Background: an optimization exercise with open tools, aiming at a short achievable clock period and few clock cycles. Do not read the settings as production practice.
Only simulation tests tie the RTL to the original design; equivalence was not proved.

==> design/flow/config.mk <==
export PLATFORM = sky130hd
export DESIGN_NAME = rpn_stack_evaluator
export DESIGN_NICKNAME = rpn_stack_evaluator
export VERILOG_FILES = /design/flow/design.v
export SDC_FILE = /design/flow/constraint.sdc
export NUM_CORES = 4
export LEC_CHECK = 0
export ABC_AREA = 0
export ABC_CLOCK_PERIOD_IN_PS = 3500
export CAP_MARGIN = 20
export CORE_MARGIN = 2
export CORE_UTILIZATION = 40
export PLACE_DENSITY = 0.6
export SLEW_MARGIN = 20
==> design/flow/constraint.sdc <==
create_clock -name core_clock -period 13.0 [get_ports {clk}]
set_input_delay 2.6000 -clock core_clock [delete_from_list [all_inputs] [get_ports {clk}]]
set_output_delay 2.6000 -clock core_clock [all_outputs]
set_load 0.01 [all_outputs]
==> design/flow/design.v <==
module rpn_ram #(
	parameter int WIDTH = 32,
	parameter int DEPTH = 32,
	localparam int AW = (DEPTH > 1) ? $clog2(DEPTH) : 1
) (
	input  logic             clk,
	input  logic             arst_n,
	input  logic             we,
	input  logic [AW-1:0]    waddr,
	input  logic [WIDTH-1:0] wdata,
	input  logic [AW-1:0]    raddr,
	output logic [WIDTH-1:0] rdata
);
	logic [WIDTH-1:0] mem_q [DEPTH];
	always_ff @(posedge clk or negedge arst_n) begin
		if (!arst_n) begin
			for (int i = 0; i < DEPTH; i++) mem_q[i] <= '0;
		end else if (we) begin
			mem_q[waddr] <= wdata;
		end
	end
	assign rdata = mem_q[raddr];
endmodule
module rpn_front #(
	parameter int DEPTH = 4
) (
	input  logic        clk,
	input  logic        arst_n,
	input  logic        in_valid,
	output logic        in_ready,
	input  logic [2:0]  kind,
	input  logic [1:0]  op_code,
	input  logic [4:0]  var_index,
	input  logic [31:0] literal,
	output logic        q_valid,
	output logic [41:0] q_item,    
	input  logic        q_pop
);
	localparam int PW = $clog2(DEPTH);
	logic        acc_q;
	logic [41:0] in_q;
	logic [41:0] fifo_q [DEPTH];
	logic [PW-1:0] wr_q, rd_q;
	logic [PW:0]   fill_q, fill_d;
	logic          ready_q;
	logic          pop;
	assign in_ready = ready_q;
	assign pop      = q_pop && (fill_q != '0);
	assign q_valid  = (fill_q != '0);
	assign q_item   = fifo_q[rd_q];
	always_comb begin
		fill_d = fill_q;
		if (acc_q && !pop) fill_d = fill_q + 1'b1;
		else if (pop && !acc_q) fill_d = fill_q - 1'b1;
	end
	always_ff @(posedge clk or negedge arst_n) begin
		if (!arst_n) begin
			acc_q   <= 1'b0;
			ready_q <= 1'b0;
			wr_q    <= '0;
			rd_q    <= '0;
			fill_q  <= '0;
		end else begin
			acc_q   <= in_valid && ready_q;
			ready_q <= (fill_d <= (PW+1)'(DEPTH - 2));
			fill_q  <= fill_d;
			if (acc_q) wr_q <= wr_q + 1'b1;
			if (pop)   rd_q <= rd_q + 1'b1;
		end
	end
	always_ff @(posedge clk) begin
		in_q <= {kind, op_code, var_index, literal};
		if (acc_q) fifo_q[wr_q] <= in_q;
	end
endmodule
module rpn_div (
	input  logic        clk,
	input  logic        arst_n,
	input  logic        start,       
	input  logic [31:0] dividend,
	input  logic [31:0] divisor,
	input  logic        take,        
	output logic        busy,        
	output logic        fin,
	output logic [31:0] result
);
	localparam logic [1:0] D_IDLE = 2'd0, D_SETUP = 2'd1, D_DIG = 2'd2;
	logic [1:0]  st_q;
	logic [31:0] ma_q, mb_q;
	logic        neg_q;
	logic [31:0] r_q;         
	logic [31:0] rest_q;      
	logic [3:0]  nd_q;        
	logic [31:0] q_q;         
	logic [31:0] nq_q;        
	logic [35:0] mult_q [16];
	logic [5:0] la, lb;
	logic [5:0] n;
	logic [3:0] nd;
	logic [5:0] sh;
	logic       qzero;
	function automatic logic [5:0] blen(input logic [31:0] x);
		blen = 6'd0;
		for (int i = 0; i < 32; i++)
			if (x[i]) blen = 6'(i + 1);
	endfunction
	assign la    = blen(ma_q);
	assign lb    = blen(mb_q);
	assign qzero = (la < lb);
	assign n     = la - lb + 6'd1;            
	assign nd    = 4'((n + 6'd3) >> 2);       
	assign sh    = {nd, 2'b00};               
	logic [35:0] x;
	logic [15:1] ge;
	logic [3:0]  d;
	logic [31:0] r_new;
	logic [31:0] q_new, nq_new;
	assign x = {r_q, rest_q[31:28]};
	always_comb begin
		for (int j = 1; j < 16; j++)
			ge[j] = (x >= mult_q[j]);
		d = 4'd0;
		for (int j = 1; j < 16; j++)
			if (ge[j]) d = 4'(j);
	end
	assign r_new  = 32'(x - mult_q[d]);
	assign q_new  = {q_q[27:0], d};
	assign nq_new = (d == 4'd0) ? {nq_q[27:0], 4'd0} : {~q_q[27:0], 4'(5'd16 - {1'b0, d})};
	assign busy   = (st_q != D_IDLE);
	assign fin    = ((st_q == D_SETUP) && qzero) || ((st_q == D_DIG) && (nd_q == 4'd1));
	assign result = (st_q == D_SETUP) ? 32'd0 : (neg_q ? nq_new : q_new);
	always_ff @(posedge clk or negedge arst_n) begin
		if (!arst_n) begin
			st_q <= D_IDLE;
		end else begin
			case (st_q)
				D_IDLE:  if (start) st_q <= D_SETUP;
				D_SETUP: if (qzero) begin
					if (take) st_q <= D_IDLE;
				end else begin
					st_q <= D_DIG;
				end
				default: if (nd_q == 4'd1 && take) st_q <= D_IDLE;
			endcase
		end
	end
	always_ff @(posedge clk) begin
		case (st_q)
			D_IDLE: begin
				ma_q  <= dividend[31] ? (32'd0 - dividend) : dividend;
				mb_q  <= divisor[31]  ? (32'd0 - divisor)  : divisor;
				neg_q <= dividend[31] ^ divisor[31];
			end
			D_SETUP: begin
				r_q    <= (sh == 6'd32) ? 32'd0 : (ma_q >> sh);
				rest_q <= (sh == 6'd32) ? ma_q : (ma_q << (6'd32 - sh));
				nd_q   <= nd;
				q_q    <= 32'd0;
				nq_q   <= 32'd0;
				for (int j = 0; j < 16; j++)
					mult_q[j] <= 36'(mb_q) * 36'(j);
			end
			default: begin
				if (nd_q != 4'd1) begin
					r_q    <= r_new;
					rest_q <= {rest_q[27:0], 4'd0};
					nd_q   <= nd_q - 4'd1;
					q_q    <= q_new;
					nq_q   <= nq_new;
				end
			end
		endcase
	end
endmodule
module rpn_exec (
	input  logic               clk,
	input  logic               arst_n,
	input  logic               q_valid,
	input  logic [41:0]        q_item,
	output logic               q_pop,
	output logic               out_valid,
	input  logic               out_ready,
	output logic               print_valid,
	output logic signed [31:0] print_value,
	output logic [2:0]         status
);
	localparam int SD = 16;
	localparam logic [2:0] ST_OK     = 3'd0;
	localparam logic [2:0] ST_UNDER  = 3'd1;
	localparam logic [2:0] ST_OVER   = 3'd2;
	localparam logic [2:0] ST_DIV0   = 3'd3;
	localparam logic [2:0] ST_NOTVAR = 3'd4;
	logic        c_v;
	logic        c_pval, c_pvar, c_add, c_sub, c_mul, c_div, c_asg, c_prt;
	logic [4:0]  c_vi;
	logic [31:0] c_lit;
	logic        fire;
	logic        load;
	assign load  = q_valid && (!c_v || fire);
	assign q_pop = load;
	always_ff @(posedge clk or negedge arst_n) begin
		if (!arst_n) begin
			c_v <= 1'b0;
		end else if (load || fire) begin
			c_v <= load;
		end
	end
	always_ff @(posedge clk) begin
		if (load) begin
			c_pval <= (q_item[41:39] == 3'd3);
			c_pvar <= (q_item[41:39] == 3'd2);
			c_add  <= (q_item[41:39] == 3'd1) && (q_item[38:37] == 2'd0);
			c_sub  <= (q_item[41:39] == 3'd1) && (q_item[38:37] == 2'd1);
			c_mul  <= (q_item[41:39] == 3'd1) && (q_item[38:37] == 2'd2);
			c_div  <= (q_item[41:39] == 3'd1) && (q_item[38:37] == 2'd3);
			c_asg  <= (q_item[41:39] == 3'd0);
			c_prt  <= (q_item[41:39] == 3'd4);
			c_vi   <= q_item[36:32];
			c_lit  <= q_item[31:0];
		end
	end
	logic [31:0] sv_q [SD];      
	logic        sr_q [SD];      
	logic [4:0]  si_q [SD];      
	logic [4:0]  cnt_q;
	logic        e0, lt2, full;
	assign e0   = (cnt_q == 5'd0);
	assign lt2  = (cnt_q < 5'd2);
	assign full = (cnt_q == 5'd16);
	logic [31:0] var_rd;
	logic        var_we;
	rpn_ram #(.WIDTH(32), .DEPTH(32)) u_vars (
		.clk   (clk),
		.arst_n(arst_n),
		.we    (var_we),
		.waddr (si_q[1]),
		.wdata (sv_q[0]),
		.raddr (c_vi),
		.rdata (var_rd)
	);
	logic        mph_q;
	logic [31:0] pp_q [4];
	logic [31:0] mul_r;
	logic [31:0] ma, mb;
	assign ma = sv_q[1];
	assign mb = sv_q[0];
	always_ff @(posedge clk) begin
		pp_q[0] <= ma * {24'd0, mb[7:0]};
		pp_q[1] <= {24'(ma[23:0] * {16'd0, mb[15:8]}), 8'd0};
		pp_q[2] <= {16'(ma[15:0] * {8'd0, mb[23:16]}), 16'd0};
		pp_q[3] <= {8'(ma[7:0] * mb[31:24]), 24'd0};
	end
	assign mul_r = pp_q[0] + pp_q[1] + pp_q[2] + pp_q[3];
	logic        dv_start, dv_busy, dv_fin;
	logic [31:0] dv_res;
	rpn_div u_div (
		.clk      (clk),
		.arst_n   (arst_n),
		.start    (dv_start),
		.dividend (sv_q[1]),
		.divisor  (sv_q[0]),
		.take     (fire),
		.busy     (dv_busy),
		.fin      (dv_fin),
		.result   (dv_res)
	);
	logic        o_v_q, o_pv_q;
	logic [31:0] o_val_q;
	logic [2:0]  o_st_q;
	logic        k_v_q, k_pv_q;      
	logic [31:0] k_val_q;
	logic [2:0]  k_st_q;
	logic b0;
	logic op_ok, mul_go, div_go;
	logic push_ok, pop1, pop2;
	logic r_pv;
	logic [2:0] r_st;
	assign b0     = (sv_q[0] == 32'd0);
	assign op_ok  = !lt2;
	assign mul_go = c_mul && op_ok;
	assign div_go = c_div && op_ok;
	assign dv_start = c_v && div_go && !dv_busy && !b0;
	always_comb begin
		fire = 1'b0;
		if (c_v && !k_v_q) begin
			if (mul_go)      fire = mph_q;
			else if (div_go) fire = dv_busy ? dv_fin : b0;
			else             fire = 1'b1;
		end
	end
	assign push_ok = (c_pval || c_pvar) && !full;
	assign pop1    = ((c_add || c_sub || c_mul) && op_ok) || (div_go && dv_busy) || (c_prt && !e0);
	assign pop2    = c_asg && op_ok && sr_q[1];
	assign var_we  = fire && pop2;
	always_comb begin
		r_pv = 1'b0;
		r_st = ST_OK;
		if (c_pval || c_pvar) begin
			if (full) r_st = ST_OVER;
		end else if (c_prt) begin
			if (e0) r_st = ST_UNDER;
			else    r_pv = 1'b1;
		end else if (c_add || c_sub || c_mul || c_div) begin
			if (lt2) r_st = ST_UNDER;
			else if (c_div && !dv_busy) r_st = ST_DIV0;
		end else if (c_asg) begin
			if (lt2) r_st = ST_UNDER;
			else if (!sr_q[1]) r_st = ST_NOTVAR;
		end
	end
	always_ff @(posedge clk or negedge arst_n) begin
		if (!arst_n) begin
			mph_q <= 1'b0;
			cnt_q <= 5'd0;
			o_v_q <= 1'b0;
			k_v_q <= 1'b0;
		end else begin
			if (fire) mph_q <= 1'b0;
			else if (c_v && mul_go) mph_q <= 1'b1;
			if (fire) begin
				if (push_ok)   cnt_q <= cnt_q + 5'd1;
				else if (pop1) cnt_q <= cnt_q - 5'd1;
				else if (pop2) cnt_q <= cnt_q - 5'd2;
			end
			if (!o_v_q || out_ready) begin
				o_v_q <= k_v_q || fire;
				if (!k_v_q) k_v_q <= 1'b0;
				else k_v_q <= 1'b0;
			end else if (fire) begin
				k_v_q <= 1'b1;
			end
		end
	end
	always_ff @(posedge clk) begin
		if (!o_v_q || out_ready) begin
			if (k_v_q) begin
				o_pv_q  <= k_pv_q;
				o_val_q <= k_val_q;
				o_st_q  <= k_st_q;
			end else begin
				o_pv_q  <= r_pv;
				o_val_q <= r_pv ? sv_q[0] : 32'd0;
				o_st_q  <= r_st;
			end
		end else if (fire) begin
			k_pv_q  <= r_pv;
			k_val_q <= r_pv ? sv_q[0] : 32'd0;
			k_st_q  <= r_st;
		end
	end
	assign out_valid   = o_v_q;
	assign print_valid = o_pv_q;
	assign print_value = o_val_q;
	assign status      = o_st_q;
	logic [31:0] top_val;
	logic        top_ref;
	logic [4:0]  top_idx;
	always_comb begin
		top_ref = 1'b0;
		top_idx = c_vi;
		if (c_pval) begin
			top_val = c_lit;
		end else if (c_pvar) begin
			top_val = var_rd;
			top_ref = 1'b1;
		end else if (c_add) begin
			top_val = sv_q[1] + sv_q[0];
		end else if (c_sub) begin
			top_val = sv_q[1] - sv_q[0];
		end else if (c_mul) begin
			top_val = mul_r;
		end else begin
			top_val = dv_res;
		end
	end
	always_ff @(posedge clk) begin
		if (fire) begin
			if (push_ok) begin
				sv_q[0] <= top_val;
				sr_q[0] <= top_ref;
				si_q[0] <= top_idx;
				for (int i = 1; i < SD; i++) begin
					sv_q[i] <= sv_q[i-1];
					sr_q[i] <= sr_q[i-1];
					si_q[i] <= si_q[i-1];
				end
			end else if (pop1) begin
				if (c_prt) begin
					sv_q[0] <= sv_q[1];
					sr_q[0] <= sr_q[1];
					si_q[0] <= si_q[1];
				end else begin
					sv_q[0] <= top_val;
					sr_q[0] <= 1'b0;
					si_q[0] <= top_idx;
				end
				for (int i = 1; i < SD - 1; i++) begin
					sv_q[i] <= sv_q[i+1];
					sr_q[i] <= sr_q[i+1];
					si_q[i] <= si_q[i+1];
				end
			end else if (pop2) begin
				for (int i = 0; i < SD - 2; i++) begin
					sv_q[i] <= (sr_q[i+2] && si_q[i+2] == si_q[1]) ? sv_q[0] : sv_q[i+2];
					sr_q[i] <= sr_q[i+2];
					si_q[i] <= si_q[i+2];
				end
			end
		end
	end
endmodule
module rpn_stack_evaluator (
	input  logic               clk,
	input  logic               arst_n,
	input  logic               in_valid,
	output logic               in_ready,
	input  logic [2:0]         kind,
	input  logic [1:0]         op_code,
	input  logic [4:0]         var_index,
	input  logic signed [31:0] literal,
	output logic               out_valid,
	input  logic               out_ready,
	output logic               print_valid,
	output logic signed [31:0] print_value,
	output logic [2:0]         status
);
	logic        q_valid;
	logic [41:0] q_item;
	logic        q_pop;
	rpn_front #(.DEPTH(4)) u_front (
		.clk       (clk),
		.arst_n    (arst_n),
		.in_valid  (in_valid),
		.in_ready  (in_ready),
		.kind      (kind),
		.op_code   (op_code),
		.var_index (var_index),
		.literal   (literal),
		.q_valid   (q_valid),
		.q_item    (q_item),
		.q_pop     (q_pop)
	);
	rpn_exec u_exec (
		.clk         (clk),
		.arst_n      (arst_n),
		.q_valid     (q_valid),
		.q_item      (q_item),
		.q_pop       (q_pop),
		.out_valid   (out_valid),
		.out_ready   (out_ready),
		.print_valid (print_valid),
		.print_value (print_value),
		.status      (status)
	);
endmodule
==> design/flow/run.sh <==
#!/bin/bash
# synth_recipe.tcl (not shown) runs the flow's synth.tcl, then flattens the netlist and writes it again
# the make line also repeats each setting of config.mk as NAME=value (left out here)
make -C /OpenROAD-flow-scripts/flow DESIGN_CONFIG=/design/flow/config.mk WORK_HOME=/design/flow/orfs CLKGATE_MAP_FILE= SYNTH_SCRIPT=/design/flow/synth_recipe.tcl finish
==> notes.md <==
worst paths after layout:
| kind | from | end | slack (ns) |
|---|---|---|---|
| min in group asynchronous | arst_n | u_exec.u_vars.mem_q[27][24] | 1.68 |
| min reg2reg | u_exec.sv_q[14][24] | u_exec.sv_q[15][24] | 0.47 |
| max reg2reg | u_exec.u_div.r_q[10] | u_exec.u_div.r_q[31] | 2.92 |
| max | u_exec.u_div.r_q[10] | u_exec.u_div.r_q[31] | 2.92 |
| max in group asynchronous | arst_n | u_front.rd_q[1] | 8.92 |
| min | u_exec.sv_q[14][24] | u_exec.sv_q[15][24] | 0.47 |
routing by layer:
layer | vias to the layer above | GRT usage (%) | wire, um
met2 | 5754 | 42.6 | 254000
met3 | 1316 | 5.42 | 51700
met4 | 8 | 15.9 | 40000
met1 | 62375 | 37.3 | 238000
met5 | - | 0 | 60
li1 | 55234 | - | -
per-stage QoR:
stage | cells | setup slack [ns] | util, % | instance area [um^2] | hold WS (ns)
finish | 20830 | 2.92 | 44.3 | 178000 | 0.466
global route | 20814 | 2.29 | 44.3 | 178000 | 0.465
CTS | 20792 | 3.06 | 44.2 | 178000 | 0.456
detailed placement | 20260 | 3.12 | 41.8 | 168000 | 0.465
global placement | 20260 | 3.22 | 41.8 | 168000 | 0.456
floorplan | 15567 | 0.0327 | - | 161000 | 0.438
cell usage in the layout (no fill, tap or decap), types with 224 or more instances in the layout:
cell type  netlist  final
a22o_1         224    224
buf_4            8    336
fa_1           518    517
clkbuf_16        0    299
mux2i_1        459    458
inv_1         1020   1017
edfxtp_1      1345   1345
dfrtp_1       1044   1042
nand2_1       1614   1597
xnor2_1        365    364
a21oi_1        988    984
a22oi_1        263    263
nor2_1        1027    983
and2_1         252    248
ha_1          1058   1058
mux2_2         787    787
o21ai_0        981    980
logic make-up after synthesis:
kind of cell / share of synthesized area [%]
compound gates: 14.7
xor+xnor: 2.81
fa+ha+maj: 14.6
buf+inv: 4.86
flops: 42.8
mux: 9.35
simple gates: 10.9
layout make-up:
type | instances | area, um^2
Fill cell | 37611 | 224000
Multi-Input combinational cell | 11008 | 85100
Sequential cell | 2511 | 69000
Clock buffer | 379 | 8060
Tap cell | 5287 | 6620
Inverter | 1027 | 3860
Timing Repair Buffer | 429 | 3560
Clock inverter | 153 | 1800
Antenna cell | 36 | 90.1
registers in the layout (all words and copies together) (netlist names), 42 cells and up:
register             flops
u_exec.u_vars.mem_q   1024
u_exec.sv_q            512
u_front.in_q            42
u_exec.pp_q             80
u_exec.si_q             80
u_front.fifo_q         168
u_exec.u_div.mult_q    263
synthesized netlist by cell type (365+ instances only):
cell and n:
xnor2_1 365, mux2_2 787, nand2_1 1614, dfrtp_1 1044, mux2i_1 459, o21ai_0 981
clkbuf_1 834, nor2_1 1027, ha_1 1058, edfxtp_1 1345, a21oi_1 988, fa_1 518
inv_1 1020
critical path: stages (launching register included):
cell and delay, ns:
edfxtp_1 0.94, ha_1 0.38, a21o_1 0.17, a21oi_1 0.44, o21ai_0 0.36, a2111o_1 0.50
a221oi_2 0.45, and2_1 0.23, o311ai_0 0.22, a31oi_1 0.50, ha_1 0.49, and2_1 0.76
o21ai_0 0.22, nand2_1 0.11, nor4_1 0.07, ha_1 0.33, o21ai_0 0.17, a21oi_1 0.09
o211ai_1 0.24, a21oi_1 0.13, nor4b_1 0.51, o31ai_1 0.27, o41ai_1 0.65, a31oi_1 0.25
a41o_1 0.33, o41ai_1 0.37, xnor3_1 0.40, a32o_1 0.22
==> impl_metrics.py <==
metrics = {
    "worst_setup_path": {
        "critPathKind": "reg -> reg",
        "arrival_ns": 10.75,
        "critPathCaptureType": "register",
        "cp_max_fo": 17,
        "worstPathRequired_ns": 13.67,
        "ff2ff_path_depth": 27,
        "start_kind": "register",
    },
    "timing": {
        "clock.fmax_mhz": 99.2,
        "worst_slew_pin_slew_ns": 1.31,
        "fin_crit_ns": 10.08,
        "fin_tns_setup_ns": 0,
        "rsz0062_at_grt": "false",
        "max_slew_margin_pct": 12.9,
        "finClkSkew_ns": 0.0736,
        "finalMaxSlewViolations": 0,
        "final-setup-viol-count": 0,
        "timing.final.hold_violations": 0,
        "finalCritPeriodShare_pct": 77.6,
    },
    "detailed_routing": {
        "via_per_inst": 5.99,
        "first_pass_iters": 8,
        "drt-initial-drc-count": 14482,
        "vias": 124687,
        "wirelength_um": 583000,
        "antenna_left": 0,
        "drc_errors": 0,
        "wire_per_inst_um": 28.0,
    },
    "die": {
        "initial_core_util_pct": 40.1,
        "coreArea_um2": 402000,
        "die-area_um2": 408000,
        "ios": 84,
        "die_h_um": 639,
        "rows": 233,
        "die_w_um": 639,
    },
    "place": {
        "portBuffers": 83,
        "hpwl_um": 393000,
        "place.gp.congestion": 0.993,
    },
    "clocking": {
        "postCtsHoldBufs": 0,
        "cts-resized-gates": 0,
        "cts_tree": "built",
        "post_cts.repair.setup_buffers": 0,
        "cts_buffers": 296,
        "clock_sinks": 2511,
        "ctsHtreeMaxLevel": 5,
        "clk_latency_ns": 0.96,
        "clk_pin_slew_ns": 0.06,
        "ctsLongestPathBuffers": 4,
        "cts_root_buffer": "clkbuf_16",
    },
    "yosys": {
        "synth_warnings": 14,
        "synth_edf_count": 1345,
        "ys_seq_elements": 2511,
        "synthCells": 15567,
        "synth.avg_cell_area_um2": 10.4,
        "synth_top_area_share_pct": 25.1,
        "ys_seq_area_share_pct": 42.8,
        "synth_area_leaders": "edfxtp_1 (25%), dfrtp_1 (16%), ha_1 (8.2%)",
        "ys_types": 102,
        "netlist_area_um2": 161000,
        "synth_area_leader_cell": "edfxtp_1",
        "synth_top_flop_cell": "edfxtp_1",
        "async_flop_share_pct": 41.6,
        "synth_fp_nets": 17189,
    },
    "global_routing": {
        "antenna_found_initial": 31,
        "grt-ovfl-total": 0,
        "grt_pass1_wl_um": 846000,
        "grt_max_degree": 256,
        "grt_pass1_vias": 120134,
        "grt_usage_pct": 28.0,
    },
    "hold_path": {
        "holdPathStages": 0,
        "holdCritPathClass": "reg -> reg",
    },
    "run_status": {
        "status": "complete, no violations",
    },
    "finish": {
        "final_nets": 16895,
        "drive_gt1_share_pct": 12.1,
        "syn_to_final_growth_pct": 10.5,
    },
    "job": {
        "max_cap_viol_count": 0,
    },
}
Testbench counts, summed over its fixed seeds: cycles 48,890.

-- port drivers added, routing unchanged --
In the flow no input, the clock included, has a driving cell. The finished layout below was timed again as built, in two steps. Step 1, drivers: a clkbuf_16 drives clk and a buf_2 each remaining input, both assumed. Step 2 adds t to the input delays and takes it off the output delays; t is the mean of the earliest and latest rising clock arrival at the registers after step 1. Input paths then give back, and output paths get back, about the clock's delay inside the block. a / b / c = no drivers / after step 1 / after step 2; a / b = the first two.
shift t [ns]: 1.030
setup WS [ns]: 2.918 / 2.918 / 2.918
worst register clock-pin slew, ns: 0.07 / 0.07
After both steps setup and hold are still met in this run. The setup slack of this run moves by 0.000 ns with the drivers and by 0.000 ns with both steps.
